From an optimization exercise on the open Yosys and OpenROAD flow, aimed at small area; shortcuts taken in it are not production practice. In this exercise RTL edits were held to simulation tests only and were not proved equivalent to the original. No activity file was given, so power comes from the tool's default toggle rates.

[flow/config.mk]
export PLATFORM = sky130hd
export DESIGN_NAME = pio_top
export DESIGN_NICKNAME = pio_top
export VERILOG_FILES = /design/flow/design.v
export SDC_FILE = /design/flow/constraint.sdc
export NUM_CORES = 4
export LEC_CHECK = 0
export CAP_MARGIN = 20
export CORE_MARGIN = 2
export CORE_UTILIZATION = 40
export SLEW_MARGIN = 20
export SYNTH_HIERARCHICAL = 1
[flow/constraint.sdc]
create_clock -name core_clock -period 10.0 [get_ports {clk_25mhz}]
set_input_delay 2.0000 -clock core_clock [delete_from_list [all_inputs] [get_ports {clk_25mhz}]]
set_output_delay 2.0000 -clock core_clock [all_outputs]
set_load 0.01 [all_outputs]
[flow/design.v]
package pio_pkg;
  typedef enum logic [3:0] {
    NOP     = 4'd0,
    INSTR   = 4'd1,   
    CLKDIV  = 4'd2,
    PINBASE = 4'd3,
    START   = 4'd4,   
    PUSH    = 4'd5,   
    ENABLE  = 4'd6
  } pio_action_e;
  typedef enum logic [2:0] {
    JMP  = 3'd0,
    SET  = 3'd1,
    OUT  = 3'd2,
    PULL = 3'd3
  } pio_op_e;
  typedef enum logic [1:0] {
    COND_ALWAYS = 2'd0,
    COND_X_DEC  = 2'd1,   
    COND_OSRE   = 2'd2    
  } pio_cond_e;
  typedef enum logic [1:0] {
    DEST_PINS = 2'd0,
    DEST_X    = 2'd1
  } pio_dest_e;
  typedef struct packed {
    pio_op_e    op;
    logic [2:0] delay;
    pio_cond_e  cond;
    logic [4:0] target;
    logic [2:0] pad;
  } pio_flow_t;
  typedef struct packed {
    pio_op_e    op;
    logic [2:0] delay;
    pio_dest_e  dest;
    logic [4:0] value;
    logic [2:0] pad;
  } pio_data_t;
  typedef union packed {
    pio_flow_t flow;
    pio_data_t data;
  } pio_instr_u;
  typedef struct packed {
    pio_action_e action;
    logic        mindex;   
    logic [4:0]  index;    
    logic [31:0] data;
  } pio_cmd_t;
  typedef struct packed {
    logic [8-1:0] out;
    logic [8-1:0] dir;
  } pio_pins_t;
endpackage
module pio_sm (
  input  logic                 clk_25mhz,
  input  logic                 pwr_up_reset_n,
  input  logic [3:0]           cfg_we,     
  input  logic [31:0]          cfg_data,
  input  logic [15:0]          cfg_ncm1,   
  input  logic [2:0]           cfg_base,   
  input  logic                 cfg_en,     
  input  logic                 push,
  input  logic [10:0]          instr,      
  output logic [$clog2(32)-1:0] pc,
  output logic                 full,
  output logic                 out0,       
  output logic                 dir0,       
  output logic [2:0]           pin_base
);
  localparam int PC_W = $clog2(32);
  logic         rst;
  logic [15:0]  ncm1;       
  logic [15:0]  div_cnt;
  logic         en;
  logic [2:0]   delay_cnt;
  logic [31:0]  xr;         
  logic [4:0]   x_lo;
  logic [5:0]   x_hi;
  logic [31:0]  osr;        
  logic [5:0]   osr_off;    
  logic [31:0]  fifo [4];
  logic [1:0]   wr_ptr;
  logic [1:0]   rd_ptr;
  logic         fifo_full;
  logic [2:0]   dly;
  logic [7:0]   code;
  logic [4:0]   v;
  logic         grp, is_jmp, is_setx, is_out, is_misc, is_pull, is_setpin;
  logic         tick, cnt_ge, fifo_empty, run, pop, do_push, take;
  logic         x_dec, x_ld, x_wrap, x_nz;
  logic [6:0]   off_sum;
  logic [5:0]   off_next;
  logic [31:0]  x_oh_lo, x_lt_hi, x_next;
  logic [32:0]  x_brw;
  logic [31:0]  fifo_head;
  logic [3:0]   rd_sel;
  logic         osr_bit;
  assign rst = !pwr_up_reset_n;
  assign {dly, code} = instr;
  assign v         = code[4:0];
  assign grp       = code[6] & code[5];
  assign is_jmp    = !code[7] && !grp;
  assign is_setx   = !code[7] && grp;
  assign is_out    = code[7] && !grp;
  assign is_misc   = code[7] && grp;
  assign is_pull   = is_misc && code[1] && !code[0];
  assign is_setpin = is_misc && !code[1];
  pio_carry16 u_ge (.a(div_cnt), .b(ncm1), .co(cnt_ge));
  assign tick       = en && cnt_ge;
  assign fifo_empty = (wr_ptr == rd_ptr) && !fifo_full;
  assign full       = fifo_full;
  assign run     = tick && !cfg_we[2] && (delay_cnt == 3'd0) && !(is_pull && fifo_empty);
  assign pop     = run && is_pull;
  assign do_push = push && !fifo_full;
  assign take = (code[6:5] == 2'd0) || (code[5] && x_nz) || (code[6] && !osr_off[5]);
  assign off_sum  = {1'b0, osr_off} + ((v == 5'd0) ? 7'd32 : {2'b0, v});
  assign off_next = (off_sum[6:5] != 2'd0) ? 6'd32 : off_sum[5:0];
  pio_dec32 u_lo (.a(x_lo), .y(x_oh_lo));
  pio_therm u_hi (.a(x_hi), .lt(x_lt_hi));
  assign x_brw[0] = 1'b0;
  for (genvar i = 0; i < 32; i++) begin : g_x
    pio_xbit u_xbit (
      .x    (xr[i]),
      .h    (x_lt_hi[i]),
      .bi   (x_brw[i]),
      .oh   (x_oh_lo[i]),
      .dec  (x_dec),
      .zero (!x_nz),
      .ld   ((is_setx && i < 5) ? v[i % 5] : osr[i]),
      .bo   (x_brw[i+1]),
      .nx   (x_next[i])
    );
  end
  assign x_nz   = !x_brw[32];
  assign x_dec  = is_jmp && code[5];
  assign x_ld   = is_setx || (is_out && code[6:5] == 2'd1);
  assign x_wrap = x_dec && !x_nz;   
  pio_mux32 u_obit (.a(osr_off[4:0]), .d(osr), .y(osr_bit));
  assign rd_sel = 4'd1 << rd_ptr;
  for (genvar i = 0; i < 32; i++) begin : g_rd
    pio_ao4 u_ao (.s(rd_sel), .d({fifo[3][i], fifo[2][i], fifo[1][i], fifo[0][i]}), .y(fifo_head[i]));
  end
  always_ff @(posedge clk_25mhz) begin
    if (cfg_we[0] || rst) ncm1 <= cfg_ncm1;
    if (cfg_we[1] || rst) pin_base <= cfg_base;
    if (cfg_we[3] || rst) en <= cfg_en;
    if (en || rst) div_cnt <= (tick || rst) ? 16'd0 : div_cnt + 16'd1;
  end
  always_ff @(posedge clk_25mhz) begin
    if (rst) begin
      pc        <= '0;
      delay_cnt <= '0;
      osr_off   <= 6'd32;
      out0      <= 1'b0;
      dir0      <= 1'b0;
      wr_ptr    <= '0;
      rd_ptr    <= '0;
      fifo_full <= 1'b0;
      x_lo      <= '0;
      x_hi      <= '0;
    end else begin
      if (cfg_we[2]) begin
        pc        <= cfg_data[PC_W-1:0];
        delay_cnt <= '0;
      end else if (run) begin
        delay_cnt <= dly;
        if (is_jmp && take) pc <= v;
        else pc <= pc + PC_W'(1);
      end else if (tick && delay_cnt != 3'd0) begin
        delay_cnt <= delay_cnt - 3'd1;
      end
      if (run) begin
        if (is_setpin) begin
          out0 <= code[0];
          dir0 <= 1'b1;
        end
        if (is_out) begin
          osr_off <= off_next;
          if (code[6:5] == 2'd0) out0 <= !osr_off[5] && osr_bit;
        end
        if (is_pull) osr_off <= '0;
        if (x_wrap) begin
          x_lo <= 6'd0;
          x_hi <= 6'd32;
        end
        if (is_setx) begin
          x_lo <= 6'd0;
          x_hi <= 6'd5;
        end
        if (is_out && code[6:5] == 2'd1) begin   
          x_lo <= osr_off[5] ? 5'd0 : osr_off[4:0];
          x_hi <= osr_off[5] ? 6'd0 : off_next;
        end
      end
      if (do_push) wr_ptr <= wr_ptr + 2'd1;
      if (pop) rd_ptr <= rd_ptr + 2'd1;
      if (pop) fifo_full <= 1'b0;
      else if (do_push && (wr_ptr + 2'd1 == rd_ptr)) fifo_full <= 1'b1;
    end
  end
  always_ff @(posedge clk_25mhz) begin
    if (do_push) fifo[wr_ptr] <= cfg_data;
    if (pop) osr <= fifo_head;
    if (run && (x_dec || x_ld)) xr <= x_next;
  end
endmodule
module pio_carry16 (
  input  logic [15:0] a,
  input  logic [15:0] b,
  output logic        co
);
  logic [16:0] c;
  assign c[0] = 1'b1;
  for (genvar i = 0; i < 16; i++) begin : g_c
    pio_maj u_maj (.a(a[i]), .b(b[i]), .c(c[i]), .y(c[i+1]));
  end
  assign co = c[16];
endmodule
module pio_maj (
  input  logic a, b, c,
  output logic y
);
  assign y = (a & b) | (a & c) | (b & c);
endmodule
module pio_xbit (
  input  logic x,
  input  logic h,      
  input  logic bi,     
  input  logic oh,     
  input  logic dec,    
  input  logic zero,   
  input  logic ld,
  output logic bo,
  output logic nx
);
  logic t;
  assign t  = bi | oh;
  assign bo = t & ~(x & h);
  assign nx = dec ? (zero | (x ^ t)) : ld;
endmodule
module pio_dec32 (
  input  logic [4:0]  a,
  output logic [31:0] y
);
  assign y = 32'd1 << a;
endmodule
module pio_therm (
  input  logic [5:0]  a,
  output logic [31:0] lt
);
  logic [7:0] t3;
  logic [3:0] g, e;
  assign t3 = {1'b0, a[2] & a[1] & a[0], a[2] & a[1], a[2] & (a[1] | a[0]),
               a[2], a[2] | (a[1] & a[0]), a[2] | a[1], a[2] | a[1] | a[0]};
  assign g  = {a[5], a[5] | (a[4] & a[3]), a[5] | a[4], a[5] | a[4] | a[3]};
  assign e  = {a[4] & a[3], a[4] & ~a[3], ~a[4] & a[3], ~a[4] & ~a[3]};
  for (genvar p = 0; p < 4; p++) begin : g_p
    for (genvar q = 0; q < 8; q++) begin : g_q
      pio_ao21 u_t (.a(g[p]), .b(e[p]), .c(t3[q]), .y(lt[8*p + q]));
    end
  end
endmodule
module pio_ao21 (
  input  logic a, b, c,
  output logic y
);
  assign y = a | (b & c);
endmodule
module pio_mux32 (
  input  logic [4:0]  a,
  input  logic [31:0] d,
  output logic        y
);
  logic [7:0] l1;
  logic [1:0] l2;
  for (genvar i = 0; i < 8; i++) begin : g1
    pio_mux4 u_m (.a(a[1:0]), .d(d[4*i +: 4]), .y(l1[i]));
  end
  for (genvar i = 0; i < 2; i++) begin : g2
    pio_mux4 u_m (.a(a[3:2]), .d(l1[4*i +: 4]), .y(l2[i]));
  end
  assign y = a[4] ? l2[1] : l2[0];
endmodule
module pio_mux4 (
  input  logic [1:0] a,
  input  logic [3:0] d,
  output logic       y
);
  assign y = d[a];
endmodule
module pio_ao4 (
  input  logic [3:0] s,
  input  logic [3:0] d,
  output logic       y
);
  assign y = |(s & d);
endmodule
module pio_pin_merge (
  input  logic [2-1:0]    out0,
  input  logic [2-1:0]    dir0,
  input  logic [2:0]                base0,
  input  logic [2:0]                base1,
  output logic [8-1:0]  pins
);
  always_comb begin
    for (int k = 0; k < 8; k++) begin
      logic d0, d1;
      d0 = dir0[0] && (base0 == 3'(k));
      d1 = dir0[1] && (base1 == 3'(k));
      pins[k] = (d0 && out0[0]) || (d1 && out0[1]) || !(d0 || d1);
    end
  end
endmodule
module pio_core (
  input  logic                      clk_25mhz,
  input  logic                      pwr_up_reset_n,
  input  pio_pkg::pio_cmd_t         cmd,
  output logic [2-1:0]    full,
  output logic [8-1:0]  pins
);
  localparam int PC_W = $clog2(32);
  logic [10:0]         imem [32];
  logic [PC_W-1:0]     sm_pc [2];
  logic [2-1:0] sm_out0, sm_dir0;
  logic [2:0]          sm_base [2];
  logic [2:0]  w_op, w_dly;
  logic [1:0]  w_sel;
  logic [4:0]  w_val;
  logic [7:0]  w_code;
  logic [15:0] ncm1;   
  logic [2:0]  base;
  logic        en_d;
  assign {w_op, w_dly, w_sel, w_val} = cmd.data[15:3];
  assign ncm1 = pwr_up_reset_n ? 16'd0 - cmd.data[15:0] : 16'hFFFF;
  assign base = pwr_up_reset_n ? cmd.data[2:0] : 3'd0;
  assign en_d = pwr_up_reset_n && cmd.data[0];
  always_comb begin
    case (w_op)
      3'd0:    w_code = (w_sel == 2'd3) ? 8'b1110_0011 : {1'b0, w_sel, w_val};
      3'd1:    w_code = (w_sel == 2'd0) ? {7'b1110_000, w_val[0]} :
                        (w_sel == 2'd1) ? {3'b011, w_val} : 8'b1110_0011;
      3'd2:    w_code = {1'b1, w_sel[1] ? 2'b10 : w_sel, w_val};
      3'd3:    w_code = 8'b1110_0010;
      default: w_code = 8'b1110_0011;
    endcase
  end
  always_ff @(posedge clk_25mhz) begin
    if (cmd.action == pio_pkg::INSTR) imem[cmd.index] <= ~{w_dly, w_code};   
  end
  logic [32*11-1:0] imem_flat;
  for (genvar w = 0; w < 32; w++) begin : g_word
    assign imem_flat[w*11 +: 11] = imem[w];
  end
  for (genvar i = 0; i < 2; i++) begin : g_sm
    logic       sel;
    logic [3:0] cfg_we;
    logic       push;
    logic [10:0] fetch;
    pio_fetch u_fetch (
      .pc    (sm_pc[i]),
      .words_n (imem_flat),
      .instr (fetch)
    );
    assign sel = (cmd.mindex == 1'(i));
    assign cfg_we[0] = sel && (cmd.action == pio_pkg::CLKDIV);
    assign cfg_we[1] = sel && (cmd.action == pio_pkg::PINBASE);
    assign cfg_we[2] = sel && (cmd.action == pio_pkg::START);
    assign cfg_we[3] = sel && (cmd.action == pio_pkg::ENABLE);
    assign push      = sel && (cmd.action == pio_pkg::PUSH);
    pio_sm u_sm (
      .clk_25mhz      (clk_25mhz),
      .pwr_up_reset_n (pwr_up_reset_n),
      .cfg_we         (cfg_we),
      .cfg_data       (cmd.data),
      .cfg_ncm1       (ncm1),
      .cfg_base       (base),
      .cfg_en         (en_d),
      .push           (push),
      .instr          (fetch),            
      .pc             (sm_pc[i]),
      .full           (full[i]),
      .out0           (sm_out0[i]),
      .dir0           (sm_dir0[i]),
      .pin_base       (sm_base[i])
    );
  end
  pio_pin_merge u_merge (
    .out0  (sm_out0),
    .dir0  (sm_dir0),
    .base0 (sm_base[0]),
    .base1 (sm_base[1]),
    .pins  (pins)
  );
endmodule
module pio_fetch (
  input  logic [4:0]                     pc,
  input  logic [32*11-1:0]  words_n,
  output logic [10:0]                    instr
);
  logic [32-1:0] sel_n;
  pio_ndec32 u_dec (.a(pc), .yn(sel_n));
  for (genvar b = 0; b < 11; b++) begin : g_bit
    logic [32/2-1:0] pair;
    for (genvar p = 0; p < 32/2; p++) begin : g_p
      pio_oai22 u_pair (
        .a (sel_n[2*p]),     .b (words_n[(2*p)*11 + b]),
        .c (sel_n[2*p + 1]), .d (words_n[(2*p + 1)*11 + b]),
        .y (pair[p])
      );
    end
    pio_or16 u_or (.a(pair), .y(instr[b]));
  end
endmodule
module pio_ndec32 (
  input  logic [4:0]  a,
  output logic [31:0] yn
);
  assign yn = ~(32'd1 << a);
endmodule
module pio_oai22 (
  input  logic a, b, c, d,
  output logic y
);
  assign y = ~((a | b) & (c | d));
endmodule
module pio_or16 (
  input  logic [15:0] a,
  output logic        y
);
  assign y = |a;
endmodule
module pio_top (
  input  logic                      clk_25mhz,
  input  logic                      pwr_up_reset_n,
  input  logic [3:0]                cmd_action,
  input  logic                      cmd_mindex,
  input  logic [4:0]                cmd_index,
  input  logic [31:0]               cmd_data,
  output logic [2-1:0]    full,
  output logic [8-1:0]  pins
);
  pio_pkg::pio_cmd_t cmd;
  assign cmd = {cmd_action, cmd_mindex, cmd_index, cmd_data};
  pio_core u_core (
    .clk_25mhz      (clk_25mhz),
    .pwr_up_reset_n (pwr_up_reset_n),
    .cmd            (cmd),
    .full           (full),
    .pins           (pins)
  );
endmodule
[flow/flow/run.sh]
#!/bin/bash
# Standard layout, with clock tree synthesis told not to add dummy loads and to
# cluster more flip-flops per leaf buffer.
set -euo pipefail
export CTS_ARGS="-sink_clustering_enable -repair_clock_nets -dont_use_dummy_load -buf_list sky130_fd_sc_hd__clkbuf_8 -sink_clustering_size 16 -sink_clustering_max_diameter 50"
bash standard.sh > standard.log 2>&1
[flow/standard.sh]
#!/bin/bash
# synth_recipe.tcl (not shown) runs the flow's synth.tcl, then flattens the netlist and writes it again
# the make line also repeats each setting of config.mk as NAME=value (left out here)
make -C /OpenROAD-flow-scripts/flow DESIGN_CONFIG=/design/flow/config.mk WORK_HOME=/design/flow/orfs CLKGATE_MAP_FILE= SYNTH_SCRIPT=/design/flow/synth_recipe.tcl "${@:-finish}"
==> results of run 1 <==
[layout make-up]
type	count	area share [%]
well taps	1276	3.73
inverters	98	0.858
multi-input cells	2000	30.7
clock buffers	97	3.12
flip-flops and latches	872	59.6
repair buffers	93	1.94
diodes	3	0.0175
[stage by stage]
stage | cells | setup slack [ps]
after detailed placement | 4338 | 1050
after CTS | 4435 | 1050
after global placement | 4338 | 1260
after floorplan | 3027 | 764
after global routing | 4437 | 55.4
final | 4439 | 1240
[layout by cell type, fill, tap and decap left out, types with 20 or more instances in the layout]
cell type	synthesis	final
a21o_1	68	68
a21oi_1	102	98
a22oi_1	132	132
a31oi_1	72	72
buf_4	0	39
clkbuf_8	0	97
clkdlybuf4s50_1	0	52
dfxtp_1	64	64
edfxtp_1	808	808
ha_1	37	37
inv_1	94	92
maj3_2	32	32
mux4_2	20	20
nand2_1	190	190
nand2b_1	22	22
nand3_1	73	73
nand4_1	49	49
nor2_1	222	213
nor2_2	66	75
nor4_1	93	93
o21ai_0	34	34
o22ai_1	362	362
xnor2_1	28	28
xor2_1	91	91
[routing by layer]
layer  GRT usage, %  share of wire (%)  routed length (um)
met1           30.3                 42               47500
met2           34.4                 46               51100
met3           4.28                7.8                8710
met4           9.05                4.1                4610
met5              0              0.021                  23
[kinds of logic after synthesis]
| group | share of synthesized area [%] |
|---|---|
| simple gates | 12.1 |
| flops | 65.2 |
| compound gates | 14.4 |
| buf+inv | 1.57 |
| xor+xnor | 2.66 |
| fa+ha+maj | 2.20 |
| mux | 1.83 |
| other cells | 0.0574 |
[registers in the layout, summed over array words and instances (netlist names), 10 cells and up]
signal / cells
u_core.imem: 352
u_core.g_sm.u_sm.fifo: 256
u_core.g_sm.u_sm.osr: 64
u_core.g_sm.u_sm.xr: 64
u_core.g_sm.u_sm.div_cnt: 32
u_core.g_sm.u_sm.ncm1: 32
u_core.g_sm.u_sm.osr_off: 12
u_core.g_sm.u_sm.x_hi: 12
u_core.g_sm.u_sm.pc: 10
u_core.g_sm.u_sm.x_lo: 10
[synth_stat cells, drive strengths merged (28+ instances only)]
cell type  instances
clkbuf            37
a31oi             72
maj3              32
nand2            190
o22ai            362
nand3             75
dfxtp             64
nand4             50
edfxtp           808
a21o              68
a22oi            132
o21ai             34
a21oi            102
nor4              97
xor2              91
ha                37
inv               96
xnor2             28
nor2             288
[final timing paths]
kind / end / depth (start not counted) / from
setup / recovery: u_core.g_sm[1].u_sm.pc[4]$_SDFFE_PN0P_ / 70 / u_core.g_sm[1].u_sm.x_hi[2]$_SDFFE_PN0P_
hold / removal: u_core.g_sm[1].u_sm.delay_cnt[1]$_SDFFE_PP0P_ / 2 / u_core.g_sm[1].u_sm.delay_cnt[1]$_SDFFE_PP0P_
setup reg to reg: u_core.g_sm[1].u_sm.pc[4]$_SDFFE_PN0P_ / 70 / u_core.g_sm[1].u_sm.x_hi[2]$_SDFFE_PN0P_
hold reg to reg: u_core.g_sm[1].u_sm.delay_cnt[1]$_SDFFE_PP0P_ / 2 / u_core.g_sm[1].u_sm.delay_cnt[1]$_SDFFE_PP0P_
[power by group]
part | switching, mW | internal, mW | leakage [nW]
Combinational | 0.665 | 0.297 | 5.61
Sequential | 0.0582 | 4.04 | 7.84
Clock | 1.18 | 0.856 | 0.697
Total | 1.91 | 5.20 | 14.1
[Yosys stat by module, one instance, submodules excluded, a selection]
module | copies in the design | cells inside | flops+latches | area [sq um]
pio_mux32 | 2 | 1 | 0 | 15.0
pio_carry16 | 2 | 1 | 0 | 3.75
pio_ndec32 | 2 | 47 | 0 | 236
pio_sm | 2 | 549 | 260 | 9420
pio_dec32 | 2 | 47 | 0 | 214
pio_maj | 32 | 1 | 0 | 11.3
pio_or16 | 22 | 5 | 0 | 31.3
pio_oai22 | 352 | 1 | 0 | 6.26
pio_ao21 | 64 | 1 | 0 | 7.51
pio_pin_merge | 1 | 42 | 0 | 264
pio_mux4 | 20 | 1 | 0 | 22.5
pio_core | 1 | 507 | 352 | 11400
pio_therm | 2 | 14 | 0 | 87.6
pio_ao4 | 64 | 3 | 0 | 18.8
[worst max-delay path, delay by kind of cell (launching register included)]
family          cells  cell delay, ps
compound gates     34            5010
buf+inv             1             150
flops               1             430
mux                 1             210
simple gates       34            2740
[timing repair]
| item | CTS | global route |
|---|---|---|
| hold buffers | 0 | 0 |
| setup endpoints to repair | 0 | 11 |
| resized for setup | 0 | 5 |
==> summary.txt, run 1 <==
=================================================================================
Run status .........................................................  no timing/DRC/antenna violations
Placed instance area ............................................... 41,500 sq um
Via density per instance ...........................................         6.12
Routed via count ...................................................       27,162
Endpoints failing setup ............................................            0
Die boundary height ................................................       317 um
IO Count ...........................................................           54
Total global-route track usage .....................................        22.0%
Power density over the cells .......................................  166 nW/um^2
Final Wtd Congestion ...............................................         1.03
Required time of the worst setup path ..............................    10,580 ps
Setup Crit Path Kind ...............................................   reg -> reg
Post-route worst hold slack ........................................       487 ps
First-pass GRT wire length .........................................   166,000 um
Summed negative setup slack over all endpoints .....................         0 ps
Count of nets left with antenna violations after detail routing ....            0
# Post-CTS Setup Buffers ...........................................            0
Placed wire-length estimate after detailed placement ...............    76,100 um
Hold Violations, Final .............................................            0
Nature of the critical path endpoint ...............................     register
Site Rows ..........................................................          114
Largest cells by area after synthesis .............................. edfxtp_1 62%, o22ai_1 5.8%, dfxtp_1 3.3%
Most frequently used flop master after synthesis ...................     edfxtp_1
Part of the Yosys area used for sequential elements ................        65.2%
Number of filler instances in the final layout .....................        8,708
Area growth from synthesis to layout ...............................        9.32%
Actual slew at the worst max-slew pin ..............................      1140 ps
Max-slew violation total from the final report .....................            0
Total global routing overflow ......................................            0
Worst IR Drop VDD ..................................................   0.000109 V
Total power consumption of the routed design .......................      7.10 mW
Routed length per instance .........................................      25.2 um
Warnings from Yosys ................................................           11
Count of cell types in the netlist .................................           76
Critical-path maximum fanout .......................................           12
Max stage delay on crit path .......................................       460 ps
Router iterations before antenna repair ............................            6
Number of global-route vias before repair ..........................       26,123
CTS buffer count ...................................................           97
Data arrival time of the worst path ................................      9340 ps
Min cycle time layout ..............................................      8760 ps
Num Clock Sinks ....................................................          872
Final Util .........................................................        44.2%
Clock latency of the later-clocked register in the worst-skew pair .       790 ps
FF+latch count, synth ..............................................          872
Per-instance average area after synthesis ..........................   13.0 sq um
Sequential standard cell area ...................................... 25,500 sq um
CTS Root Buffer Type ...............................................     clkbuf_8
Number of maximum-capacitance violations ...........................            0
Final wirelength ...................................................   112,000 um
Share of Yosys cell area claimed by the top area cell type .........        61.9%
Static leakage .....................................................      14.1 nW
Final worst-path cycle share .......................................        87.6%
Full die area ...................................................... 101,000 sq um
H-tree depth .......................................................            3
Cell type with the highest aggregate area in the netlist ...........     edfxtp_1
Tightest Hold Check Type ...........................................   reg -> reg
Pin count of the biggest net entering global routing ...............           65
DRC violations left ................................................            0
Cell area after technology mapping ................................. 39,200 sq um
Number of synthesized flops with an enable pin .....................          808
TritonCTS clock tree ...............................................        built
Max Root-Sink Buffers ..............................................            3
Number of nets at the end of the flow ..............................        3,245
Clock slew at reported path FFs ....................................        80 ps
RSZ-0062 raised after global routing ...............................           no
Normalized max-slew margin .........................................        23.3%
Area used by multi-input combinational logic ....................... 13,200 sq um
Number of instances in the synthesized netlist .....................        3,021
IO buf count .......................................................           53
Initial antenna violation count ....................................            3
Worst Clk Skew .....................................................       106 ps
Final Instance Area ................................................ 42,900 sq um
Share of flip-flops with an asynchronous set or reset ..............           0%
R2R setup slack ....................................................      1240 ps
Core region area ................................................... 96,900 sq um
Worst Setup Start Kind .............................................     register
Number of DRC violations after detailed-routing iteration 0 ........        3,131
Achievable Freq ....................................................    0.114 GHz
Starting utilization of the core area ..............................        40.5%
Fraction of final layout cells with drive strength greater than 1 ..        10.8%
Slowest cell on the critical path ..................................        or3_1
Die Width ..........................................................       317 um
=================================================================================
==> run 2, diff against run 1 <==
==> flow/flow/run.sh (replaced) <==
#!/bin/bash
# Standard layout, with clock tree synthesis told not to add dummy loads and to
# cluster more flip-flops per leaf buffer.
set -euo pipefail
export CTS_ARGS="-sink_clustering_enable -repair_clock_nets -dont_use_dummy_load -buf_list sky130_fd_sc_hd__clkbuf_16 -sink_clustering_size 30 -sink_clustering_max_diameter 80"
bash standard.sh > standard.log 2>&1
==> run 2 against run 1 <==
- die area is the same
- critical path type unchanged
- final cell count shrank 1.2%
- non-clock buffer count is the same
- wire length shrank 0.74%
- sequential power is essentially flat
- still clean
==> summary.txt, run 2 <==
====================================================================================
Total global-route track usage ........................................        21.7%
Die Width .............................................................       317 um
Cell type with the highest aggregate area in the netlist ..............     edfxtp_1
CTS Root Buffer Type ..................................................    clkbuf_16
Core region area ...................................................... 96,900 sq um
Max stage delay on crit path ..........................................       490 ps
Routed via count ......................................................       26,849
Share of flip-flops with an asynchronous set or reset .................           0%
Summed negative setup slack over all endpoints ........................         0 ps
Warnings from Yosys ...................................................           11
DRC violations left ...................................................            0
Required time of the worst setup path .................................    10,400 ps
Achievable Freq .......................................................    0.114 GHz
Max Root-Sink Buffers .................................................            3
Count of cell types in the netlist ....................................           76
Clock slew at reported path FFs .......................................        80 ps
Final worst-path cycle share ..........................................        87.9%
Placed instance area .................................................. 41,500 sq um
Die boundary height ...................................................       317 um
Number of global-route vias before repair .............................       25,745
Endpoints failing setup ...............................................            0
Worst Setup Start Kind ................................................     register
Post-synthesis xor/xnor area fraction .................................        2.66%
RSZ-0062 raised after global routing ..................................           no
# Post-CTS Setup Buffers ..............................................            0
Final Util ............................................................        44.0%
Fraction of final layout cells with drive strength greater than 1 .....        9.24%
Static leakage ........................................................      14.0 nW
IO buf count ..........................................................           53
Routed length per instance ............................................      25.3 um
Top cell types by occurrence after synthesis .......................... 808 x edfxtp_1, 362 x o22ai_1, 222 x nor2_1
Clock latency of the later-clocked register in the worst-skew pair ....       660 ps
Synthesized-area fraction occupied by and/or/nand/nor cells ...........        12.1%
Pin count of the biggest net entering global routing ..................           65
First-pass GRT wire length ............................................   165,000 um
Cell area after technology mapping .................................... 39,200 sq um
Worst IR Drop VDD .....................................................   0.000132 V
Final Instance Area ................................................... 42,600 sq um
Full die area ......................................................... 101,000 sq um
Post-cts sizing count .................................................            0
Leading registers by flop count ....................................... u_core.imem (352), u_core.g_sm.u_sm.fifo (256)
Hold Violations, Final ................................................            0
Site Rows .............................................................          114
Number of instances in the synthesized netlist ........................        3,021
Data arrival time of the worst path ...................................      9190 ps
Largest cells by area after synthesis ................................. edfxtp_1 62%, o22ai_1 5.8%, dfxtp_1 3.3%
Total power consumption of the routed design ..........................      6.96 mW
Most frequently used flop master after synthesis ......................     edfxtp_1
Critical-path maximum fanout ..........................................           34
CTS buffer count ......................................................           44
Final Wtd Congestion ..................................................         1.03
Via density per instance ..............................................         6.12
Power density over the cells ..........................................  163 nW/um^2
Total global routing overflow .........................................            0
Per-instance average area after synthesis .............................   13.0 sq um
Router iterations before antenna repair ...............................            6
Starting utilization of the core area .................................        40.5%
IO Count ..............................................................           54
Final wirelength ......................................................   111,000 um
Actual slew at the worst max-slew pin .................................      1170 ps
Max-slew violation total from the final report ........................            0
Num Clock Sinks .......................................................          872
Slowest cell on the critical path .....................................        or3_1
Placed wire-length estimate after detailed placement ..................    76,100 um
TritonCTS clock tree ..................................................        built
Max reg flops .........................................................          352
FF+latch count, synth .................................................          872
Tightest Hold Check Type ..............................................   reg -> reg
Area growth from synthesis to layout ..................................        8.70%
Area fraction in compound gates after synthesis .......................        14.4%
Number of nets at the end of the flow .................................        3,192
Top library cells by usage in the layout, fill and taps aside ......... 808 x edfxtp_1, 362 x o22ai_1, 213 x nor2_1
R2R setup slack .......................................................      1210 ps
Setup Crit Path Kind ..................................................   reg -> reg
Number of synthesized flops with an enable pin ........................          808
Part of the Yosys area used for sequential elements ...................        65.2%
Number of maximum-capacitance violations ..............................            0
Nature of the critical path endpoint ..................................     register
Share of Yosys cell area claimed by the top area cell type ............        61.9%
Proportion of synthesized area in mux cells ...........................        1.83%
Min cycle time layout .................................................      8790 ps
Area share of fa/ha/maj cells after synthesis .........................        2.20%
Dominant combinational cell family by area after synthesis ............ compound AO/OA/AOI/OAI gates
Worst Clk Skew ........................................................       109 ps
Most common cell in the netlist .......................................     edfxtp_1
Post-route worst hold slack ...........................................       494 ps
Normalized max-slew margin ............................................        21.7%
Count of nets left with antenna violations after detail routing .......            0
Initial antenna violation count .......................................            2
Number of buffers inserted for hold repair after clock tree synthesis .            0
H-tree depth ..........................................................            2
Number of DRC violations after detailed-routing iteration 0 ...........        3,378
Most flop-heavy register ..............................................  u_core.imem
Run status ............................................................  no timing/DRC/antenna violations
Commonest non-fill, non-tap cell in the layout ........................     edfxtp_1
====================================================================================
## run 2: layer usage
metal / global-route usage, % / wire, um
met2: 34.4 / 51400
met3: 3.63 / 7990
met5: 0 / 26
met4: 8.03 / 4150
met1: 30.1 / 47600
## run 2: final timing paths
kind | to | startpoint | cells after the start
min reg2reg | u_core.g_sm[1].u_sm.delay_cnt[1]$_SDFFE_PP0P_ | u_core.g_sm[1].u_sm.delay_cnt[1]$_SDFFE_PP0P_ | 2
max | u_core.g_sm[0].u_sm.x_hi[3]$_SDFFE_PN0P_ | u_core.g_sm[0].u_sm.x_hi[5]$_SDFFE_PN0P_ | 69
max reg2reg | u_core.g_sm[0].u_sm.x_hi[3]$_SDFFE_PN0P_ | u_core.g_sm[0].u_sm.x_hi[5]$_SDFFE_PN0P_ | 69
min | u_core.g_sm[1].u_sm.delay_cnt[1]$_SDFFE_PP0P_ | u_core.g_sm[1].u_sm.delay_cnt[1]$_SDFFE_PP0P_ | 2
## run 2: where the power goes
group | internal [mW] | total, mW | switching (mW)
combinational | 0.295 | 0.960 | 0.665
sequential | 4.04 | 4.10 | 0.0580
clock | 0.787 | 1.90 | 1.11
total | 5.12 | 6.96 | 1.84
## run 2: modules after synthesis (local to each module, per instance), a selection
module	area [sq um]	cells inside	times used	flip-flops and latches
pio_core	11400	507	1	352
pio_sm	9420	549	2	260
pio_pin_merge	264	42	1	0
pio_dec32	214	47	2	0
pio_therm	87.6	14	2	0
pio_or16	31.3	5	22	0
pio_mux4	22.5	1	20	0
pio_ao4	18.8	3	64	0
pio_mux32	15.0	1	2	0
pio_maj	11.3	1	32	0
pio_ao21	7.51	1	64	0
pio_oai22	6.26	1	352	0
## run 2: per-stage QoR
stage                     std cells  worst slack [ps]
after floorplan                3027               764
after global placement         4338              1260
after detailed placement       4338              1050
after CTS                      4382              1070
after global routing           4383              27.2
final                          4385              1210
## run 2: final cells by class
type                    count  area [sq um]
flip-flops and latches    872         25500
fillers                  8710         54200
well taps                1276          1600
inverters                  98           368
repair buffers             93           826
diodes                      2          5.00
multi-input cells        2000         13200
clock buffers              44          1100
## run 2: cell families after synthesis
family / count (synthesis)
adders and majority gates: 71
muxes: 44
buffers and inverters: 155
other: 6
xor gates and xnor gates: 119
AOI/OAI and AO/OA: 857
and+or+nand+nor: 897
DFF: 872
## run 2: worst max-delay path: cells and delay by family (launching register included)
family          cells  cell delay [ps]
buf+inv             1              380
flops               1              440
compound gates     35             5210
simple gates       33             2620
==> run 3, diff against run 2 <==
==> flow/flow/run.sh (replaced) <==
#!/bin/bash
# Standard layout with two changes: clock tree synthesis adds no dummy loads and
# clusters more flip-flops per leaf buffer, and after global routing the resizer
# downsizes gates off the critical paths (power recovery, any footprint).
set -euo pipefail
export CTS_ARGS="-sink_clustering_enable -repair_clock_nets -dont_use_dummy_load -buf_list sky130_fd_sc_hd__clkbuf_16 -sink_clustering_size 30 -sink_clustering_max_diameter 80"
sed 's/CLKGATE_MAP_FILE= /CLKGATE_MAP_FILE= MATCH_CELL_FOOTPRINT=0 RECOVER_POWER=100 /' standard.sh > standard_rp.sh
grep -q 'RECOVER_POWER=100' standard_rp.sh
bash standard_rp.sh > standard.log 2>&1
==> run 3 against run 2 <==
- now fails the layout checks on max-capacitance violations, max-slew violations
- global-route usage did not move
- combinational power down 2%
- design area shrank 0.57%
- wire length barely moved
- maximum frequency is essentially flat
- critical endpoint is now u_core.g_sm[0].u_sm.pc[1]$_SDFFE_PN0P_
==> summary.txt, run 3 <==
====================================================================================
RR Endpoint ........................................................... u_core.g_sm[0].u_sm.pc[1]$_SDFFE_PN0P_
Crit path max-delay family ............................................ compound AO/OA/AOI/OAI gates
Setup Crit Path Kind ..................................................   reg -> reg
Cell type with the highest aggregate area in the netlist ..............     edfxtp_1
Number of maximum-capacitance violations ..............................           22
Critical-path maximum fanout ..........................................           12
Actual slew at the worst max-slew pin .................................      3020 ps
Failing layout criteria ............................................... max-capacitance violations, max-slew violations
Final worst-path cycle share ..........................................        87.8%
Data arrival time of the worst path ...................................      9230 ps
Count of cell types in the netlist ....................................           76
Min cycle time layout .................................................      8780 ps
Summed negative setup slack over all endpoints ........................         0 ps
Pin count of the biggest net entering global routing ..................           65
Per-instance average area after synthesis .............................   13.0 sq um
Routed via count ......................................................       26,804
DRC violations left ...................................................            0
Warnings from Yosys ...................................................           11
Total global routing overflow .........................................            0
Slowest cell on the critical path .....................................        or3_1
R2R setup slack .......................................................      1220 ps
Share of flip-flops with an asynchronous set or reset .................           0%
Worst Setup Start Kind ................................................     register
Max stage delay on crit path ..........................................       480 ps
Top library cells by usage in the layout, fill and taps aside ......... 808 x edfxtp_1, 362 x o22ai_1, 227 x nor2_1
TritonCTS clock tree ..................................................        built
Fraction of final layout cells with drive strength greater than 1 .....        6.37%
Die Width .............................................................       317 um
Number of synthesized flops with an enable pin ........................          808
Number of instances in the synthesized netlist ........................        3,021
Final wirelength ......................................................   111,000 um
Clock slew at reported path FFs .......................................        80 ps
Nature of the critical path endpoint ..................................     register
Power density over the cells ..........................................  164 nW/um^2
Most common cell in the netlist .......................................     edfxtp_1
Cell count of the worst hold path .....................................            2
Endpoints failing setup ...............................................            0
Tightest Hold Check Type ..............................................   reg -> reg
Num Clock Sinks .......................................................          872
Clock latency of the later-clocked register in the worst-skew pair ....       660 ps
Part of the Yosys area used for sequential elements ...................        65.2%
Required time of the worst setup path .................................    10,450 ps
CTS buffer count ......................................................           44
FF+latch count, synth .................................................          872
Core region area ...................................................... 96,900 sq um
Max Root-Sink Buffers .................................................            3
Max-slew violation total from the final report ........................          770
Number of global-route vias before repair .............................       25,745
Die boundary height ...................................................       317 um
Most frequently used flop master after synthesis ......................     edfxtp_1
Initial antenna violation count .......................................            2
Hold Violations, Final ................................................            0
Largest cells by area after synthesis ................................. edfxtp_1 62%, o22ai_1 5.8%, dfxtp_1 3.3%
Placed wire-length estimate after detailed placement ..................    76,100 um
RSZ-0062 raised after global routing ..................................           no
Worst IR Drop VDD .....................................................   0.000131 V
Routed length per instance ............................................      25.4 um
Worst Clk Skew ........................................................       113 ps
Share of Yosys cell area claimed by the top area cell type ............        61.9%
Commonest non-fill, non-tap cell in the layout ........................     edfxtp_1
First-pass GRT wire length ............................................   165,000 um
Cell area after technology mapping .................................... 39,200 sq um
Library cell appearing most often on the critical path ................      a21oi_1
H-tree depth ..........................................................            2
Number of standard cells in the final layout excluding fillers ........        4,384
Count of nets left with antenna violations after detail routing .......            0
Run status ............................................................ complete, but fails checks
Total global-route track usage ........................................        21.7%
Top cell types by occurrence after synthesis .......................... 808 x edfxtp_1, 362 x o22ai_1, 222 x nor2_1
Depth of the worst register-to-register path ..........................           69
Site Rows .............................................................          114
Number of placed instances with taps included .........................        4,338
Achievable Freq .......................................................    0.114 GHz
Number of nets at the end of the flow .................................        3,192
Endpoint, Worst Hold .................................................. u_core.g_sm[1].u_sm.delay_cnt[1]$_SDFFE_PP0P_
Normalized max-slew margin ............................................        -101%
Hold Path Origin ...................................................... u_core.g_sm[1].u_sm.delay_cnt[1]$_SDFFE_PP0P_
Launching point of the worst reg2reg path ............................. u_core.g_sm[0].u_sm.x_hi[5]$_SDFFE_PN0P_
Number of DRC violations after detailed-routing iteration 0 ...........        3,042
Number of buffers inserted for hold repair after clock tree synthesis .            0
Starting utilization of the core area .................................        40.5%
Leading registers by flop count ....................................... u_core.imem (352), u_core.g_sm.u_sm.fifo (256)
Critical path buffer and inverter count ...............................            0
CTS Root Buffer Type ..................................................    clkbuf_16
IO buf count ..........................................................           53
Router iterations before antenna repair ...............................            5
Max reg flops .........................................................          352
IO Count ..............................................................           54
Full die area ......................................................... 101,000 sq um
Static leakage ........................................................      13.8 nW
Area growth from synthesis to layout ..................................        8.08%
Final Wtd Congestion ..................................................         1.03
Most flop-heavy register ..............................................  u_core.imem
Via density per instance ..............................................         6.11
====================================================================================
-- run 3: per-layer routing --
metal  vias to the layer above  wire length (um)  global-route usage, %
met5                         -                26                      0
met4                         4              4440                   8.03
li1                      12162                 -                      -
met2                      1126             50900                   34.4
met3                       220              8770                   3.63
met1                     13292             47000                   30.1
-- run 3: worst max-delay path by stage --
stage,startpoint,to,slack [ps],cells past startpoint
after floorplan,u_core.g_sm[0].u_sm.x_hi[4]$_SDFFE_PN0P_,u_core.g_sm[0].u_sm.x_hi[5]$_SDFFE_PN0P_,760,69
final,u_core.g_sm[0].u_sm.x_hi[5]$_SDFFE_PN0P_,u_core.g_sm[0].u_sm.pc[1]$_SDFFE_PN0P_,1220,69
after CTS,u_core.g_sm[0].u_sm.x_hi[5]$_SDFFE_PN0P_,u_core.g_sm[0].u_sm.pc[1]$_SDFFE_PN0P_,1070,69
after detailed placement,u_core.g_sm[0].u_sm.x_hi[5]$_SDFFE_PN0P_,u_core.g_sm[0].u_sm.pc[1]$_SDFFE_PN0P_,1050,69
after global routing,u_core.g_sm[0].u_sm.x_hi[5]$_SDFFE_PN0P_,u_core.g_sm[0].u_sm.x_lo[1]$_SDFFE_PN0P_,40,69
after global placement,u_core.g_sm[1].u_sm.x_hi[5]$_SDFFE_PN0P_,u_core.g_sm[1].u_sm.pc[4]$_SDFFE_PN0P_,1260,70
-- run 3: area by class of cell --
type | count | area, sq um
diodes | 1 | 2.50
clock buffers | 44 | 1100
fillers | 8767 | 54500
inverters | 98 | 368
multi-input cells | 2000 | 13000
flip-flops and latches | 872 | 25500
well taps | 1276 | 1600
repair buffers | 93 | 743
-- run 3: repair_timing --
action,4_1_cts,5_1_grt
resized for setup,0,3
endpoints found under the setup margin,0,10
setup buffers,0,0
-- run 3: worst register-to-register path, delay by kind of cell, from the launching register on --
family | cells | cell delay, ps
AOI/OAI and AO/OA | 34 | 5140
DFF | 1 | 430
and+or+nand+nor | 34 | 3000
muxes | 1 | 120
-- run 3: kinds of logic after synthesis --
| family | Yosys count | share of synthesized area [%] |
|---|---|---|
| compound gates | 857 | 14.4 |
| other cells | 6 | 0.0574 |
| buf+inv | 155 | 1.57 |
| flops | 872 | 65.2 |
| xor+xnor | 119 | 2.66 |
| mux | 44 | 1.83 |
| simple gates | 897 | 12.1 |
| fa+ha+maj | 71 | 2.20 |
-- run 3: per-stage QoR --
step           power, mW  hold WS (ps)  util (%)  setup slack [ps]  cell area [sq um]
2_1_floorplan       4.78           452         -               764              39200
3_3_place_gp        5.11           472      42.8              1260              41500
3_5_place_dp        5.12           476      42.8              1050              41500
4_1_cts             6.97           487      44.0              1070              42600
5_1_grt             7.18           513      43.7              37.6              42400
6_report            6.94           488      43.7              1220              42400
-- run 3: power breakdown --
part	switching [mW]	internal [mW]
combinational	0.660	0.281
sequential	0.0571	4.04
clock	1.11	0.787
total	1.83	5.11
-- run 3: Yosys stat by module, one instance, submodules excluded, excerpt --
| module | copies in the design | cells | cell area (sq um) | flops+latches |
|---|---|---|---|---|
| pio_ao21 | 64 | 1 | 7.51 | 0 |
| pio_carry16 | 2 | 1 | 3.75 | 0 |
| pio_core | 1 | 507 | 11400 | 352 |
| pio_dec32 | 2 | 47 | 214 | 0 |
| pio_mux32 | 2 | 1 | 15.0 | 0 |
| pio_mux4 | 20 | 1 | 22.5 | 0 |
| pio_oai22 | 352 | 1 | 6.26 | 0 |
| pio_or16 | 22 | 5 | 31.3 | 0 |
| pio_pin_merge | 1 | 42 | 264 | 0 |
| pio_sm | 2 | 549 | 9420 | 260 |
| pio_therm | 2 | 14 | 87.6 | 0 |
==> run 4, diff against run 3 <==
--- a/flow/design.v
+++ b/flow/design.v
@@ -249,44 +249,28 @@
   input  logic [5:0]  a,
   output logic [31:0] lt
 );
-  logic [7:0] t3;
-  logic [3:0] g, e;
-  assign t3 = {1'b0, a[2] & a[1] & a[0], a[2] & a[1], a[2] & (a[1] | a[0]),
-               a[2], a[2] | (a[1] & a[0]), a[2] | a[1], a[2] | a[1] | a[0]};
-  assign g  = {a[5], a[5] | (a[4] & a[3]), a[5] | a[4], a[5] | a[4] | a[3]};
-  assign e  = {a[4] & a[3], a[4] & ~a[3], ~a[4] & a[3], ~a[4] & ~a[3]};
-  for (genvar p = 0; p < 4; p++) begin : g_p
-    for (genvar q = 0; q < 8; q++) begin : g_q
-      pio_ao21 u_t (.a(g[p]), .b(e[p]), .c(t3[q]), .y(lt[8*p + q]));
-    end
+  logic [3:0]  t2;
+  logic [7:0]  t3;
+  logic [15:0] t4;
+  assign t2 = {1'b0, a[1] & a[0], a[1], a[1] | a[0]};
+  for (genvar i = 0; i < 4; i++) begin : g3
+    assign t3[i]     = a[2] | t2[i];
+    assign t3[i + 4] = a[2] & t2[i];
+  end
+  for (genvar i = 0; i < 8; i++) begin : g4
+    assign t4[i]     = a[3] | t3[i];
+    assign t4[i + 8] = a[3] & t3[i];
+  end
+  for (genvar i = 0; i < 16; i++) begin : g5
+    assign lt[i]      = a[5] | a[4] | t4[i];
+    assign lt[i + 16] = a[5] | (a[4] & t4[i]);
   end
-endmodule
-module pio_ao21 (
-  input  logic a, b, c,
-  output logic y
-);
-  assign y = a | (b & c);
 endmodule
 module pio_mux32 (
   input  logic [4:0]  a,
   input  logic [31:0] d,
   output logic        y
 );
-  logic [7:0] l1;
-  logic [1:0] l2;
-  for (genvar i = 0; i < 8; i++) begin : g1
-    pio_mux4 u_m (.a(a[1:0]), .d(d[4*i +: 4]), .y(l1[i]));
-  end
-  for (genvar i = 0; i < 2; i++) begin : g2
-    pio_mux4 u_m (.a(a[3:2]), .d(l1[4*i +: 4]), .y(l2[i]));
-  end
-  assign y = a[4] ? l2[1] : l2[0];
-endmodule
-module pio_mux4 (
-  input  logic [1:0] a,
-  input  logic [3:0] d,
-  output logic       y
-);
   assign y = d[a];
 endmodule
 module pio_ao4 (
==> flow/flow/run.sh (replaced) <==
#!/bin/bash
# Standard layout, with clock tree synthesis told not to add dummy loads and to
# cluster more flip-flops per leaf buffer.
set -euo pipefail
export CTS_ARGS="-sink_clustering_enable -repair_clock_nets -dont_use_dummy_load -buf_list sky130_fd_sc_hd__clkbuf_16 -sink_clustering_size 30 -sink_clustering_max_diameter 80"
bash standard.sh > standard.log 2>&1
==> run 4 against run 3 <==
- highest routed layer is now met4
- worst setup slack worse by 210 ps
- global-route usage up 0.46 points
- now clean on timing, DRC and antenna
- largest power group unchanged
- total power increased by 1.1%
- register-to-register slack lost 210 ps
==> summary.txt, run 4 <==
====================================================================================
Run status ............................................................  no timing/DRC/antenna violations
Number of filler instances in the final layout ........................        8,939
Worst IR Drop VDD .....................................................   0.000144 V
Commonest non-fill, non-tap cell in the layout ........................     edfxtp_1
Site Rows .............................................................          114
Static leakage ........................................................      13.9 nW
Max Root-Sink Buffers .................................................            3
Count of nets left with antenna violations after detail routing .......            0
Share of flip-flops with an asynchronous set or reset .................           0%
Die Width .............................................................       317 um
Final worst-path cycle share ..........................................        90.0%
Dominant combinational cell family by area after synthesis ............ compound AO/OA/AOI/OAI gates
Fraction of final layout cells with drive strength greater than 1 .....        9.10%
Num Clock Sinks .......................................................          872
First-pass GRT wire length ............................................   167,000 um
Top library cells by usage in the layout, fill and taps aside ......... 808 x edfxtp_1, 356 x o22ai_1, 248 x nand2_1
Area share of fa/ha/maj cells after synthesis .........................        2.20%
Number of synthesized flops with an enable pin ........................          808
Pin count of the biggest net entering global routing ..................           65
Number of nets at the end of the flow .................................        3,272
Starting utilization of the core area .................................        40.5%
PnR worst setup slack .................................................      1000 ps
CTS buffer count ......................................................           45
Internal ..............................................................      5.16 mW
DRC violations left ...................................................            0
Cell area after technology mapping .................................... 39,300 sq um
Share of total power in sequential cells ..............................        58.4%
Post-place setup slack ................................................       958 ps
Required time of the worst setup path .................................    10,540 ps
Max reg flops .........................................................          352
Number of DRC violations after detailed-routing iteration 0 ...........        3,275
Slowest cell on the critical path .....................................       nor2_1
Largest cells by area after synthesis ................................. edfxtp_1 62%, o22ai_1 5.7%, dfxtp_1 3.3%
Hold Violations, Final ................................................            0
Most common cell in the netlist .......................................     edfxtp_1
Number of maximum-capacitance violations ..............................            0
CTS Root Buffer Type ..................................................    clkbuf_16
TritonCTS clock tree ..................................................        built
Max-slew violation total from the final report ........................            0
Switching Power .......................................................      1.86 mW
Number of global-route vias before repair .............................       25,426
Routed length per instance ............................................      25.4 um
Placed instance area .................................................. 41,500 sq um
Cell type with the highest aggregate area in the netlist ..............     edfxtp_1
Initial antenna violation count .......................................            2
Total global-route track usage ........................................        22.2%
Tightest Hold Check Type ..............................................   reg -> reg
Switching power as a share of total power .............................        26.5%
Clock latency of the later-clocked register in the worst-skew pair ....       690 ps
Total inserted antenna cells ..........................................            0
Part of the Yosys area used for sequential elements ...................        65.0%
Full die area ......................................................... 101,000 sq um
Clock slew at reported path FFs .......................................       120 ps
Worst Clk Skew ........................................................       140 ps
IO Count ..............................................................           54
Data arrival time of the worst path ...................................      9530 ps
Final wirelength ......................................................   113,000 um
Routed via count ......................................................       27,277
Post-synthesis xor/xnor area fraction .................................        2.83%
IO buf count ..........................................................           53
Normalized max-slew margin ............................................        11.1%
FF+latch count, synth .................................................          872
Area fraction in compound gates after synthesis .......................        13.7%
H-tree depth ..........................................................            2
Total power consumption of the routed design ..........................      7.02 mW
Warnings from Yosys ...................................................           11
Summed negative setup slack over all endpoints ........................         0 ps
Number of buffers inserted for hold repair after clock tree synthesis .            0
Number of placed instances with taps included .........................        4,413
Critical-path maximum fanout ..........................................            9
Core region area ...................................................... 97,000 sq um
Most frequently used flop master after synthesis ......................     edfxtp_1
Actual slew at the worst max-slew pin .................................      1320 ps
Achievable Freq .......................................................    0.111 GHz
Proportion of synthesized area in mux cells ...........................        1.41%
Leading registers by flop count ....................................... u_core.imem (352), u_core.g_sm.u_sm.fifo (256)
Final Wtd Congestion ..................................................        0.988
Endpoints failing setup ...............................................            0
Per-instance average area after synthesis .............................   12.7 sq um
Min cycle time layout .................................................      9000 ps
Area growth from synthesis to layout ..................................        8.84%
RSZ-0062 raised after global routing ..................................          yes
Placed wire-length estimate after detailed placement ..................    75,400 um
Setup Crit Path Kind ..................................................   reg -> reg
Total global routing overflow .........................................            0
Nature of the critical path endpoint ..................................     register
Share of total power in the clock network .............................        27.5%
Power density over the cells ..........................................  164 nW/um^2
Router iterations before antenna repair ...............................            7
Number of standard cells in the final layout excluding fillers ........        4,463
Max stage delay on crit path ..........................................       470 ps
Synthesized-area fraction occupied by and/or/nand/nor cells ...........        12.7%
Die boundary height ...................................................       317 um
Count of cell types in the netlist ....................................           79
Worst Setup Start Kind ................................................     register
Final Util ............................................................        44.1%
Share of Yosys cell area claimed by the top area cell type ............        61.8%
Final Instance Area ................................................... 42,700 sq um
Post-route worst hold slack ...........................................       498 ps
Part of the total power dissipated in combinational logic .............        14.1%
Via density per instance ..............................................         6.11
Most flop-heavy register ..............................................  u_core.imem
Top cell types by occurrence after synthesis .......................... 808 x edfxtp_1, 356 x o22ai_1, 248 x nand2_1
Number of instances in the synthesized netlist ........................        3,103
Library cell appearing most often on the critical path ................       nor2_2
====================================================================================
[run 4: cell count changes in the layout (fill, tap and decap cells not counted), moves of 22 or more]
| cell | change |
|---|---|
| buf_4 | +37 |
| maj3_2 | +32 |
| clkbuf_1 | -22 |
| a21o_1 | -50 |
| dlygate4sd3_1 | -44 |
| clkdlybuf4s50_1 | +43 |
| mux2i_1 | +34 |
| nand2_1 | +58 |
| maj3_1 | -32 |
[run 4: kinds of logic after synthesis]
logic type / after synthesis
and+or+nand+nor: 971
DFF: 872
AOI/OAI and AO/OA: 827
buffers and inverters: 177
xor gates and xnor gates: 127
adders and majority gates: 71
muxes: 54
other: 4
[run 4: area by class of cell]
type                    instances  area [sq um]  share of cell area (%)
flip-flops and latches        872         25500                    59.8
multi-input cells            2054         13100                    30.6
well taps                    1276          1600                    3.73
clock buffers                  45          1130                    2.63
repair buffers                110           995                    2.33
inverters                     106           408                   0.954
[run 4: final timing paths]
kind,from,endpoint,slack (ps),cells past startpoint
worst min register to register,u_core.g_sm[0].u_sm.fifo[2][15]$_DFFE_PP_,u_core.g_sm[0].u_sm.osr[15]$_DFFE_PP_,500,2
worst min-delay path,u_core.g_sm[0].u_sm.fifo[2][15]$_DFFE_PP_,u_core.g_sm[0].u_sm.osr[15]$_DFFE_PP_,500,2
worst max register to register,u_core.g_sm[0].u_sm.x_lo[4]$_SDFFE_PN0P_,u_core.g_sm[0].u_sm.pc[1]$_SDFFE_PN0P_,1000,71
worst max-delay path,u_core.g_sm[0].u_sm.x_lo[4]$_SDFFE_PN0P_,u_core.g_sm[0].u_sm.pc[1]$_SDFFE_PN0P_,1000,71
[run 4: layer usage]
layer	track usage (%)	wire length, um
met3	3.69	8910
met1	32.2	49700
met2	34.2	50900
met5	0	0
met4	6.54	3740
[run 4: Yosys stat by module, one instance, submodules excluded, a selection]
module,flip-flops and latches,cells
pio_maj,0,1
pio_pin_merge,0,42
pio_ao4,0,3
pio_therm,0,63
pio_carry16,0,1
pio_oai22,0,1
pio_ndec32,0,47
pio_mux32,0,41
pio_core,352,507
pio_sm,260,543
pio_or16,0,5
pio_xbit,0,6
pio_dec32,0,47
[run 4: power by group through the flow]
stage | registers (mW) | logic (mW) | clock network [mW]
final | 4.10 | 0.991 | 1.93
after global routing | 4.10 | 1.08 | 2.08
after CTS | 4.10 | 0.970 | 1.96
after detailed placement | 4.18 | 0.965 | 0
after global placement | 4.18 | 0.961 | 0
after floorplan | 4.16 | 0.655 | 0
[run 4: critical path: cells and delay by family, from the launching register on]
family / cells / cell delay [ps]
DFF: 1 / 380
and+or+nand+nor: 36 / 3150
AOI/OAI and AO/OA: 33 / 4830
muxes: 2 / 520
[run 4: timing repair]
action / CTS / global route
gates resized for setup: 0 / 4
setup endpoints to repair: 0 / 21
setup buffers: 0 / 1
==> run 5, diff against run 4 <==
==> flow/flow/run.sh (replaced) <==
#!/bin/bash
# Standard layout with two changes:
# - logic mapping uses an area-oriented ABC script (the flip-flops are mapped
#   before ABC runs, so the registers are those of the standard synthesis);
# - clock tree synthesis adds no dummy loads and clusters up to 30 flip-flops
#   per leaf buffer.
set -euo pipefail
cp -r "$FLOW_HOME/scripts" scripts_area
printf 'strash\ndch\nmap -a\nstrash\ndch\nmap -a\ntopo\n' > scripts_area/abc_speed.script
sed "s#CLKGATE_MAP_FILE= #CLKGATE_MAP_FILE= SCRIPTS_DIR=$PWD/scripts_area #" standard.sh > standard_area.sh
grep -q 'SCRIPTS_DIR=' standard_area.sh
export CTS_ARGS="-sink_clustering_enable -repair_clock_nets -dont_use_dummy_load -buf_list sky130_fd_sc_hd__clkbuf_16 -sink_clustering_size 30 -sink_clustering_max_diameter 80"
bash standard_area.sh > standard.log 2>&1
==> run 5 against run 4 <==
- still clean on timing, DRC and antenna
- utilization grew 0.76 points
- total power shrank 2.1%
- area after synthesis shrank 3.5%
- worst setup slack gained 280 ps
- via count grew 0.65%
- die area shrank 3.4%
- first-iteration DRC count grew 12%
- highest routed layer is now met5
==> summary.txt, run 5 <==
====================================================================================
Total power consumption of the routed design ..........................      6.87 mW
Total inserted antenna cells ..........................................            0
Static leakage ........................................................      12.8 nW
Run status ............................................................  no timing/DRC/antenna violations
Worst IR Drop VDD .....................................................   0.000188 V
Top cell types by occurrence after synthesis .......................... 808 x edfxtp_1, 354 x o22ai_1, 340 x nor2_1
Power density over the cells ..........................................  164 nW/um^2
Required time of the worst setup path .................................    10,580 ps
Largest cells by area after synthesis ................................. edfxtp_1 64%, o22ai_1 5.8%, dfxtp_1 3.4%
Number of global-route vias before repair .............................       25,304
Summed negative setup slack over all endpoints ........................         0 ps
IO buf count ..........................................................           53
Die boundary height ...................................................       312 um
Number of filler instances in the final layout ........................        8,653
Endpoints failing setup ...............................................            0
Data arrival time of the worst path ...................................      9300 ps
Leading registers by flop count ....................................... u_core.imem (352), u_core.g_sm.u_sm.fifo (256)
Full die area ......................................................... 97,300 sq um
Number of nets at the end of the flow .................................        3,383
Max reg flops .........................................................          352
Final wirelength ......................................................   113,000 um
IO Count ..............................................................           54
DRC violations left ...................................................            0
Critical-path maximum fanout ..........................................           33
CTS Root Buffer Type ..................................................    clkbuf_16
Most flop-heavy register ..............................................  u_core.imem
Cell area after technology mapping .................................... 37,900 sq um
Placed wire-length estimate after detailed placement ..................    77,000 um
Core region area ...................................................... 93,600 sq um
Routed length per instance ............................................      24.9 um
Per-instance average area after synthesis .............................   12.1 sq um
Pin count of the biggest net entering global routing ..................           66
Clock slew at reported path FFs .......................................       110 ps
First-pass GRT wire length ............................................   166,000 um
Number of maximum-capacitance violations ..............................            0
Slowest cell on the critical path .....................................      dfxtp_2
Final Instance Area ................................................... 42,000 sq um
Via density per instance ..............................................         6.03
Share of Yosys cell area claimed by the top area cell type ............        64.0%
Commonest non-fill, non-tap cell in the layout ........................     edfxtp_1
TritonCTS clock tree ..................................................        built
Most frequently used flop master after synthesis ......................     edfxtp_1
Max Root-Sink Buffers .................................................            3
Final Wtd Congestion ..................................................        0.974
Min cycle time layout .................................................      8720 ps
Num Clock Sinks .......................................................          872
Number of standard cells in the final layout excluding fillers ........        4,552
Total global-route track usage ........................................        22.6%
Clock latency of the later-clocked register in the worst-skew pair ....       650 ps
Number of instances in the synthesized netlist ........................        3,144
Site Rows .............................................................          112
Hold Violations, Final ................................................            0
H-tree depth ..........................................................            2
FF+latch count, synth .................................................          872
Normalized max-slew margin ............................................        17.1%
Number of synthesized flops with an enable pin ........................          808
Achievable Freq .......................................................    0.115 GHz
Number of buffers inserted for hold repair after clock tree synthesis .            0
Library cell appearing most often on the critical path ................      a21oi_1
Starting utilization of the core area .................................        40.5%
Area growth from synthesis to layout ..................................        10.7%
Placed instance area .................................................. 40,600 sq um
Tightest Hold Check Type ..............................................   reg -> reg
Number of placed instances with taps included .........................        4,497
Fraction of final layout cells with drive strength greater than 1 .....        6.12%
Cell type with the highest aggregate area in the netlist ..............     edfxtp_1
Warnings from Yosys ...................................................           11
Routed via count ......................................................       27,455
Initial antenna violation count .......................................            9
Count of nets left with antenna violations after detail routing .......            0
Worst Clk Skew ........................................................      95.4 ps
Worst Setup Start Kind ................................................     register
Number of DRC violations after detailed-routing iteration 0 ...........        3,671
Setup Crit Path Kind ..................................................   reg -> reg
CTS buffer count ......................................................           42
Nature of the critical path endpoint ..................................     register
Actual slew at the worst max-slew pin .................................      1230 ps
Final Util ............................................................        44.8%
Share of flip-flops with an asynchronous set or reset .................           0%
Max stage delay on crit path ..........................................       430 ps
Router iterations before antenna repair ...............................            7
Max-slew violation total from the final report ........................            0
Final worst-path cycle share ..........................................        87.2%
Count of cell types in the netlist ....................................           38
Most common cell in the netlist .......................................     edfxtp_1
Top library cells by usage in the layout, fill and taps aside ......... 808 x edfxtp_1, 354 x o22ai_1, 310 x nor2_1
Die Width .............................................................       312 um
Part of the Yosys area used for sequential elements ...................        67.4%
Total global routing overflow .........................................            0
====================================================================================
## run 5: layout make-up
type                    instances  area (sq um)  area share [%]
clock buffers                  42          1050            2.50
inverters                     249           942            2.24
multi-input cells            2016         11700            27.8
flip-flops and latches        872         25600            60.9
well taps                    1254          1570            3.74
repair buffers                119          1190            2.84
## run 5: path summary, 6_finish.rpt
path / startpoint / to / slack [ps] / cells past startpoint
worst max-delay path: u_core.g_sm[1].u_sm.x_lo[0]$_SDFFE_PN0P_ / u_core.g_sm[1].u_sm.pc[4]$_SDFFE_PN0P_ / 1280 / 73
worst min-delay path: u_core.g_sm[0].u_sm.delay_cnt[1]$_SDFFE_PP0P_ / u_core.g_sm[0].u_sm.delay_cnt[1]$_SDFFE_PP0P_ / 490 / 2
worst max register to register: u_core.g_sm[1].u_sm.x_lo[0]$_SDFFE_PN0P_ / u_core.g_sm[1].u_sm.pc[4]$_SDFFE_PN0P_ / 1280 / 73
worst min register to register: u_core.g_sm[0].u_sm.delay_cnt[1]$_SDFFE_PP0P_ / u_core.g_sm[0].u_sm.delay_cnt[1]$_SDFFE_PP0P_ / 490 / 2
## run 5: cells by family (layout without fill, tap and decap cells)
| logic type | Yosys count | after routing | share of synthesized area [%] |
|---|---|---|---|
| compound gates | 982 | 982 | 15.6 |
| flops | 872 | 872 | 67.4 |
| xor+xnor | 72 | 72 | 1.66 |
| buf+inv | 257 | 410 | 2.56 |
| other cells | 4 | 4 | 0.0396 |
| simple gates | 883 | 884 | 10.5 |
| mux | 3 | 3 | 0.0792 |
| fa+ha+maj | 71 | 71 | 2.17 |
## run 5: repair_timing
action                     in CTS  in global routing
setup buffers                   0                  2
resized for setup               0                 33
setup endpoints to repair       0                 84
## run 5: power by group
part	internal, mW	total (mW)	switching, mW
sequential	4.05	4.10	0.0580
combinational	0.284	0.910	0.625
clock	0.753	1.85	1.10
total	5.08	6.87	1.78
## run 5: worst max-delay path, delay by kind of cell, from the launching register on
family / cells / cell delay, ps
AOI/OAI and AO/OA: 36 / 2640
DFF: 1 / 430
buffers and inverters: 2 / 340
and+or+nand+nor: 35 / 5280
## run 5: stage by stage
stage	worst slack, ps	hold slack (ps)
after floorplan	771	465
after global placement	1110	475
after detailed placement	842	485
after CTS	762	497
after global routing	-11.5	542
final	1280	494
## run 5: modules after synthesis, one instance, submodules excluded, excerpt
module         copies in the design  cells  flip-flops and latches  cell area [sq um]
pio_carry16                       2      1                       0               3.75
pio_xbit                         64      6                       0               31.3
pio_ao4                          64      3                       0               18.8
pio_oai22                       352      1                       0               6.26
pio_therm                         2     55                       0                235
pio_dec32                         2     53                       0                216
pio_pin_merge                     1     51                       0                259
## run 5: per-layer routing
metal,wire [um],share of wire (%),GRT usage [%],vias to the layer above
met4,3780,3.3,6.63,16
met5,112,0.099,0,-
met2,50700,45,35.0,1315
met3,10700,9.4,4.37,212
li1,-,-,-,12502
met1,47900,42,32.3,13410

[what the ideal ports hide]
Ports are ideal in the flow. The routed layouts listed here were re-timed in OpenROAD. Step 1, drivers: a clkbuf_16 drives clk_25mhz and a buf_2 each remaining input, both assumed. Step 2 also shifts input and output timing later by t, the mid clock arrival at the registers, as if the neighbouring blocks saw the same clock. Slacks: ideal ports / drivers / drivers and shift; pairs: ideal ports / drivers.
run | t (ns) | slack for setup (ns) | worst hold slack (ns) | worst slew at a driven data input, ns | pins driven straight from the clock port
run 1 | 0.799 | 1.239 / 1.239 / 1.239 | 0.487 / 0.487 / 0.487 | 0.09 | 1
run 2 | 0.663 | 1.209 / 1.209 / 1.209 | 0.494 / 0.494 / 0.494 | 0.09 | 1
run 3 | 0.664 | 1.216 / 1.216 / 1.216 | 0.488 / 0.488 / 0.488 | 0.09 | 1
run 4 | 0.682 | 1.004 / 1.004 / 1.004 | 0.498 / 0.498 / 0.498 | 0.07 | 1
run 5 | 0.667 | 1.284 / 1.284 / 1.284 | 0.494 / 0.494 / 0.494 | 0.12 | 1
